Context: an optimization exercise on an open-source flow, tuned for small area. The choices shown serve that exercise and are no tape-out recipe. Power and IR drop assume default switching activity.

old:
==> flow/design.v <==
`timescale 1ns/1ps
module row_mux (
	input  logic [20-1:0]               sel,
	input  logic [20*10-1:0]   d,
	output logic [10-1:0]               y
);
	logic [10-1:0] g_n [7];
	logic [20:0] sel21;
	logic [21*10-1:0] d21;
	assign sel21 = {1'b0, sel};
	assign d21 = {{10{1'b0}}, d};
	for (genvar g = 0; g < 7; g++) begin : grp
		row_mux3 u_g (
			.sel (sel21[3*g +: 3]),
			.d   (d21[3*g*10 +: 3*10]),
			.y_n (g_n[g])
		);
	end
	always_comb begin
		y = '0;
		for (int g = 0; g < 7; g++) y |= ~g_n[g];
	end
endmodule
module row_mux3 (
	input  logic [2:0]                 sel,
	input  logic [3*10-1:0]   d,
	output logic [10-1:0]     y_n
);
	always_comb begin
		for (int c = 0; c < 10; c++) begin
			y_n[c] = !((sel[0] && d[c]) || (sel[1] && d[10 + c]) || (sel[2] && d[2*10 + c]));
		end
	end
endmodule
`timescale 1ns/1ps
module tetris_core (
	input  logic                    clk,
	input  logic                    reset,
	input  logic                    tick,
	input  logic                    start,
	input  logic                    left,
	input  logic                    right,
	input  logic                    rotate,
	input  logic                    down,
	input  logic [2:0]              next_kind,
	input  logic [5-1:0]       row_sel,
	output logic [10-1:0]  row_bits,
	output logic                    playing,
	output logic                    game_over,
	output logic [10-1:0]     lines,
	output logic [6-1:0]     level
);
	logic [10-1:0] ring [20];
	logic [4:0] ph;
	logic [4:0] ph_next;
	logic [10-1:0] cur_row;    
	logic [10-1:0] next_row;   
	logic [10-1:0] wr_row;
	logic [5:0] diff;
	logic [4:0] idx;
	logic [20-1:0] sel;
	logic [20*10-1:0] flat;
	assign cur_row = ring[0];
	assign next_row = ring[1];
	always_ff @(posedge clk) begin
		for (int q = 0; q < 20 - 1; q++) begin
			ring[q] <= ring[q + 1];
		end
		ring[20 - 1] <= wr_row;
	end
	assign ph_next = (ph == 5'd19) ? 5'd0 : ph + 1'b1;
	always_ff @(posedge clk) begin
		if (reset) ph <= '0;
		else ph <= ph_next;
	end
	assign diff = {1'b0, row_sel} - {1'b0, ph};
	assign idx = diff[5] ? diff[4:0] + 5'd20 : diff[4:0];
	always_comb begin
		for (int q = 0; q < 20; q++) begin
			sel[q] = (idx == q) && (row_sel < 20);
			flat[q*10 +: 10] = ring[q];
		end
	end
	row_mux u_mux (.sel(sel), .d(flat), .y(row_bits));
	logic [7:0] shp_nb;
	logic [3:0] shp_far;
	logic [3:0] shp_pcx;
	logic [4:0] shp_prow;     
	logic [13:0] shp_mask;    
	logic dm2, dm1, dz, dp1, dp2;
	localparam logic [2:0] ST_IDLE  = 3'd0;
	localparam logic [2:0] ST_WIPE  = 3'd1;
	localparam logic [2:0] ST_READY = 3'd2;
	localparam logic [2:0] ST_TEST  = 3'd3;
	localparam logic [2:0] ST_LOCK  = 3'd4;
	logic [2:0] state;
	logic act;             
	logic run;             
	logic last;            
	logic [7:0] nb_q;
	logic [3:0] far_q;
	logic no_turn;         
	logic [4:0] rel_q;
	logic [3:0] pcx_q;
	logic [7:0] nb_cw, nb_ccw;
	logic [3:0] far_cw, far_ccw;
	logic rot_req;
	logic rot_go;
	logic sh_go;
	logic sh_left;
	logic dn_go;
	logic sp_go;           
	logic acc;             
	logic [2:0] cnt;       
	logic first;           
	logic dly;             
	logic [10-1:0] hold;
	logic rotate_d;
	logic rot_latch;
	logic rot_edge;
	logic [3:0] grav;      
	logic grav_due;
	logic sat;             
	logic [10-1:0] pmask;
	logic [10-1:0] v;
	logic entry;
	logic off_rows;
	logic hit_side;
	logic hit_down;
	logic hit_now;
	logic hit_all;
	logic [4:0] rel_inc;
	logic [7:0] sp_nb;
	logic sp_i;
	assign rot_edge = rotate && !rotate_d;
	assign no_turn = nb_q[0] && nb_q[7] && nb_q[6];
	assign rot_req = (rot_latch || rot_edge) && !no_turn;
	assign level = (sat || lines[8]) ? '1 : lines[7:2];
	assign grav_due = (level > 6'(8)) || (grav > 4'd8);
	assign shp_nb = nb_q;
	assign shp_far = far_q;
	assign shp_pcx = pcx_q;
	assign nb_cw = {nb_q[5:0], nb_q[7:6]};
	assign far_cw = {far_q[2:0], far_q[3]};
	assign nb_ccw = {nb_q[1:0], nb_q[7:2]};
	assign far_ccw = {far_q[0], far_q[3:1]};
	assign dm2 = rel_q == 5'd18;
	assign dm1 = rel_q == 5'd19;
	assign dz  = rel_q == 5'd0;
	assign dp1 = rel_q == 5'd1;
	assign dp2 = rel_q == 5'd2;
	assign shp_prow[0] = dz & shp_far[2];
	assign shp_prow[1] = (dm1 & shp_nb[5]) | (dz & shp_nb[4]) | (dp1 & shp_nb[3]);
	assign shp_prow[2] = (dm2 & shp_far[3]) | (dm1 & shp_nb[6]) | dz | (dp1 & shp_nb[2]) | (dp2 & shp_far[1]);
	assign shp_prow[3] = (dm1 & shp_nb[7]) | (dz & shp_nb[0]) | (dp1 & shp_nb[1]);
	assign shp_prow[4] = dz & shp_far[0];
	logic [15:0] pc_oh;
	always_comb begin
		for (int j = 0; j < 16; j++) pc_oh[j] = shp_pcx == 4'(j);
		for (int c = 0; c < 14; c++) begin
			shp_mask[c] = 1'b0;
			for (int k = 0; k < 5; k++) if (c + 2 - k >= 0 && c + 2 - k < 16) shp_mask[c] |= shp_prow[k] & pc_oh[c + 2 - k];
		end
	end
	assign pmask = shp_mask[11:2];
	assign run = (state == ST_WIPE || state == ST_TEST || state == ST_LOCK) && (act || ph == 5'd0);
	assign last = run && ph == 5'd19;
	assign v = cur_row | (first ? pmask : '0);
	assign entry = run && state == ST_LOCK && cnt != 3'd0 && ph == 5'd0;
	always_comb begin
		if ((run && state == ST_WIPE) || entry) wr_row = '0;
		else if (dly) wr_row = hold;
		else wr_row = v;
	end
	assign off_rows = (|shp_prow) && (
		(ph == 5'd19 && (rel_q == 5'd18 || rel_q == 5'd19)) || (ph == 5'd18 && rel_q == 5'd18) ||
		(ph == 5'd0 && (rel_q == 5'd1 || rel_q == 5'd2)) || (ph == 5'd1 && rel_q == 5'd2));
	assign hit_side = |(pmask & cur_row) || shp_mask[0] || shp_mask[1] || shp_mask[12] || shp_mask[13] || off_rows;
	assign hit_down = |(pmask & ((ph == 5'd19) ? {10{1'b1}} : next_row));
	assign hit_now = (rot_go || sh_go || sp_go) ? hit_side : hit_down;
	assign hit_all = acc || hit_now;
	always_comb begin
		case (next_kind)
			3'd1: sp_nb = 8'b0101_0001;
			3'd2: sp_nb = 8'b1100_0001;
			3'd3: sp_nb = 8'b1001_0001;
			3'd4: sp_nb = 8'b0011_0001;
			3'd5: sp_nb = 8'b1101_0000;
			3'd6: sp_nb = 8'b0110_0001;
			default:  sp_nb = 8'b0001_0001;
		endcase
	end
	assign sp_i = next_kind == 3'd7;
	assign rel_inc = (rel_q == 5'd19) ? 5'd0 : rel_q + 1'b1;
	always_ff @(posedge clk) begin
		hold <= v;
	end
	always_ff @(posedge clk) begin
		if (reset) begin
			state <= ST_WIPE;
			act <= 1'b0;
			rot_go <= 1'b0;
			sh_go <= 1'b0;
			dn_go <= 1'b0;
			sp_go <= 1'b0;
			dly <= 1'b0;
			first <= 1'b0;
			rotate_d <= 1'b0;
			rot_latch <= 1'b0;
			playing <= 1'b0;
			game_over <= 1'b0;
			lines <= '0;
			sat <= 1'b0;
		end else begin
			rotate_d <= rotate;
			if (rot_edge) rot_latch <= 1'b1;
			act <= run && !last;
			rel_q <= rel_inc;
			sat <= sat || lines[8];
			if (run) begin
				acc <= (ph != 5'd0 && acc) || hit_now;
			end
			case (state)
				ST_IDLE: begin
					if (start) begin
						rot_latch <= 1'b0;
						playing <= 1'b1;
						game_over <= 1'b0;
						lines <= '0;
						sat <= 1'b0;
						nb_q <= sp_nb;
						far_q <= sp_i ? 4'b0100 : 4'b0000;
						rel_q <= sp_i ? ph_next : ph;
						pcx_q <= sp_i ? 4'd7 : 4'd6;
						grav <= '0;
						state <= ST_WIPE;
					end
				end
				ST_WIPE: begin
					if (last) state <= playing ? ST_READY : ST_IDLE;
				end
				ST_READY: begin
					if (tick) begin
						rot_go <= rot_req;
						if (rot_req) begin
							nb_q <= nb_cw;
							far_q <= far_cw;
						end else if (left ^ right) begin
							pcx_q <= left ? pcx_q - 1'b1 : pcx_q + 1'b1;
						end
						rot_latch <= 1'b0;
						sh_go <= left ^ right;
						sh_left <= left;
						dn_go <= down || grav_due;
						grav <= (down || grav_due) ? level[3:0] : grav + 1'b1;
						state <= ST_TEST;
					end
				end
				ST_TEST: begin
					if (!rot_go && !sh_go && !dn_go && !sp_go) begin
						state <= ST_READY;
					end else if (run) begin
						if (!rot_go && !sh_go && !sp_go) begin
							cnt <= ((ph == 5'd0) ? 3'd0 : cnt) + {2'b0, &(cur_row | pmask)};
						end
						if (last) begin
							if (rot_go) begin
								rot_go <= 1'b0;
								if (hit_all) begin
									nb_q <= nb_ccw;
									far_q <= far_ccw;
								end
								if (sh_go) pcx_q <= sh_left ? pcx_q - 1'b1 : pcx_q + 1'b1;
							end else if (sh_go) begin
								sh_go <= 1'b0;
								if (hit_all) pcx_q <= sh_left ? pcx_q + 1'b1 : pcx_q - 1'b1;
							end else if (sp_go) begin
								sp_go <= 1'b0;
								playing <= !hit_all;
								game_over <= hit_all;
								state <= hit_all ? ST_IDLE : ST_READY;
							end else begin
								dn_go <= 1'b0;
								if (!hit_all) begin
									rel_q <= rel_q;   
								end else begin
									first <= 1'b1;
									state <= ST_LOCK;
								end
							end
						end
					end
				end
				ST_LOCK: begin
					if (run) begin
						dly <= (entry || dly) && !(&v);
					end
					if (entry) begin
						lines <= lines + 1'b1;
					end
					if (last) begin
						first <= 1'b0;
						if (cnt > 3'd1) begin
							cnt <= cnt - 1'b1;
						end else begin
							nb_q <= sp_nb;
							far_q <= sp_i ? 4'b0100 : 4'b0000;
							rel_q <= sp_i ? ph_next : ph;
							pcx_q <= sp_i ? 4'd7 : 4'd6;
							grav <= level[3:0];
							if (first) begin
								sp_go <= 1'b1;
								state <= ST_TEST;
							end else begin
								state <= ST_READY;
							end
						end
					end
				end
				default: state <= ST_IDLE;
			endcase
		end
	end
endmodule
Settings: LEC_CHECK=0, CAP_MARGIN=20, CORE_MARGIN=2, CORE_UTILIZATION=60, PLACE_DENSITY=0.7, SLEW_MARGIN=20, SYNTH_HIERARCHICAL=1; clock period 10.0 ns.
standard.sh (not shown) runs the stock make flow with config.mk's settings and CLKGATE_MAP_FILE= SYNTH_SCRIPT=/design/flow/synth_recipe.tcl, a recipe that flattens the netlist after the stock synthesis.
==> flow/flow/run.sh <==
#!/bin/bash
# The standard layout (standard.sh) with two changes:
#  - each port gets the smallest buffer, buf_1, as its port buffer
#  - clock tree synthesis inserts no dummy loads
# The full output of the flow goes to standard.log in the work folder.
cd "$(dirname "$0")/.."
export BUFFER_PORTS_ARGS="-buffer_cell sky130_fd_sc_hd__buf_1"
export CTS_ARGS="-sink_clustering_enable -repair_clock_nets -sink_clustering_size 16 -sink_clustering_max_diameter 80 -buf_list sky130_fd_sc_hd__clkbuf_8 -dont_use_dummy_load"
bash standard.sh > standard.log 2>&1
Changes in new relative to old:
-- flow/design.v --
<<< old, line 5
	output logic [10-1:0]               y
);
	logic [10-1:0] g_n [7];
	logic [20:0] sel21;
	logic [21*10-1:0] d21;
	assign sel21 = {1'b0, sel};
	assign d21 = {{10{1'b0}}, d};
	for (genvar g = 0; g < 7; g++) begin : grp
		row_mux3 u_g (
			.sel (sel21[3*g +: 3]),
			.d   (d21[3*g*10 +: 3*10]),
			.y_n (g_n[g])
		);
	end
	always_comb begin
		y = '0;
		for (int g = 0; g < 7; g++) y |= ~g_n[g];
	end
endmodule
module row_mux3 (
	input  logic [2:0]                 sel,
	input  logic [3*10-1:0]   d,
	output logic [10-1:0]     y_n
);
	always_comb begin
		for (int c = 0; c < 10; c++) begin
			y_n[c] = !((sel[0] && d[c]) || (sel[1] && d[10 + c]) || (sel[2] && d[2*10 + c]));
		end
	end
endmodule
>>> new, line 5
	output logic [10-1:0]               y
);
	always_comb begin
		y = '0;
		for (int q = 0; q < 20; q++) y |= sel[q] ? d[q*10 +: 10] : '0;
	end
endmodule
<<< old, line 112
	logic sp_go;           
	logic acc;             
	logic [2:0] cnt;       
	logic first;           
	logic dly;             
>>> new, line 89
	logic sp_go;           
	logic acc;             
	logic full_seen;       
	logic del_pass;        
	logic del_now;
	logic first;           
	logic dly;             
<<< old, line 167
	assign last = run && ph == 5'd19;
	assign v = cur_row | (first ? pmask : '0);
	assign entry = run && state == ST_LOCK && cnt != 3'd0 && ph == 5'd0;
	always_comb begin
		if ((run && state == ST_WIPE) || entry) wr_row = '0;
>>> new, line 146
	assign last = run && ph == 5'd19;
	assign v = cur_row | (first ? pmask : '0);
	assign entry = run && state == ST_LOCK && full_seen && ph == 5'd0;
	assign del_now = (ph == 5'd0) ? full_seen : del_pass;
	always_comb begin
		if ((run && state == ST_WIPE) || entry) wr_row = '0;
<<< old, line 262
					end else if (run) begin
						if (!rot_go && !sh_go && !sp_go) begin
							cnt <= ((ph == 5'd0) ? 3'd0 : cnt) + {2'b0, &(cur_row | pmask)};
						end
						if (last) begin
>>> new, line 242
					end else if (run) begin
						if (!rot_go && !sh_go && !sp_go) begin
							full_seen <= (ph != 5'd0 && full_seen) || &(cur_row | pmask);
						end
						if (last) begin
<<< old, line 295
					if (run) begin
						dly <= (entry || dly) && !(&v);
					end
					if (entry) begin
>>> new, line 275
					if (run) begin
						dly <= (entry || dly) && !(&v);
						del_pass <= del_now;
						full_seen <= (ph != 5'd0 && full_seen) || (del_now && !entry && !dly && (&v));
					end
					if (entry) begin
<<< old, line 301
					if (last) begin
						first <= 1'b0;
						if (cnt > 3'd1) begin
							cnt <= cnt - 1'b1;
						end else begin
							nb_q <= sp_nb;
							far_q <= sp_i ? 4'b0100 : 4'b0000;
>>> new, line 283
					if (last) begin
						first <= 1'b0;
						if (!(full_seen || (del_now && !dly && (&v)))) begin
							nb_q <= sp_nb;
							far_q <= sp_i ? 4'b0100 : 4'b0000;
Results
- new vs old: number of instances in the synthesized netlist up by a little under 10%
- Compare new and old | register area share after synthesis lower: new
- Every run in the comparison, new and old, completed the flow with a clean layout.
- new vs old — number of register bits inferred by synthesis dropped slightly
- Diff old -> new: sequential power share dropped 6.5 points; net load switching power increased 38%; overall fraction of global-route tracks in use up 2.8 points; clock power flat; sequential cell count went down by 0.37%.
- Against old, total wire length after detailed routing in new rose by more than 10%.
- Relative to old, the final cell area reported for new is higher.
- The critical path startpoint comes out row_sel[0] in one run and row_sel[1] in the other, namely in old and new respectively.
- Going from old to new, die area grew by a few percent.
- Of new and old, the run reporting the higher post-route clock period utilization was new.
No run of this note included a check of the RTL's function; only the layout flow was run.

afterwards: timing with drivers on the ports:
The results above use ideal ports. As a check the final layouts listed here were re-extracted and re-timed, cells and wires unchanged. Step 1 (the two cells are an assumption about what drives the block):
set clk [get_ports {clk}]
set_driving_cell -lib_cell sky130_fd_sc_hd__clkbuf_16 $clk
set_driving_cell -lib_cell sky130_fd_sc_hd__buf_2 [delete_from_list [all_inputs] $clk]
Step 2 also shifts input and output timing later by t, the mid clock arrival at the registers, as if the neighbouring blocks saw the same clock. a / b / c = ideal ports / drivers / drivers and shift; a / b = the first two.
| run | shift t [ns] | slack for setup (ns) | worst setup path at the end |
|---|---|---|---|
| old | 0.556 | 2.417 / 2.396 / 2.396 | input to output |
| new | 0.557 | 2.169 / 2.149 / 2.149 | input to output |
After both steps setup and hold are still met in every run listed. For old, which loses most, drivers alone change the setup slack by -0.021 ns; drivers and shift together by -0.021 ns.
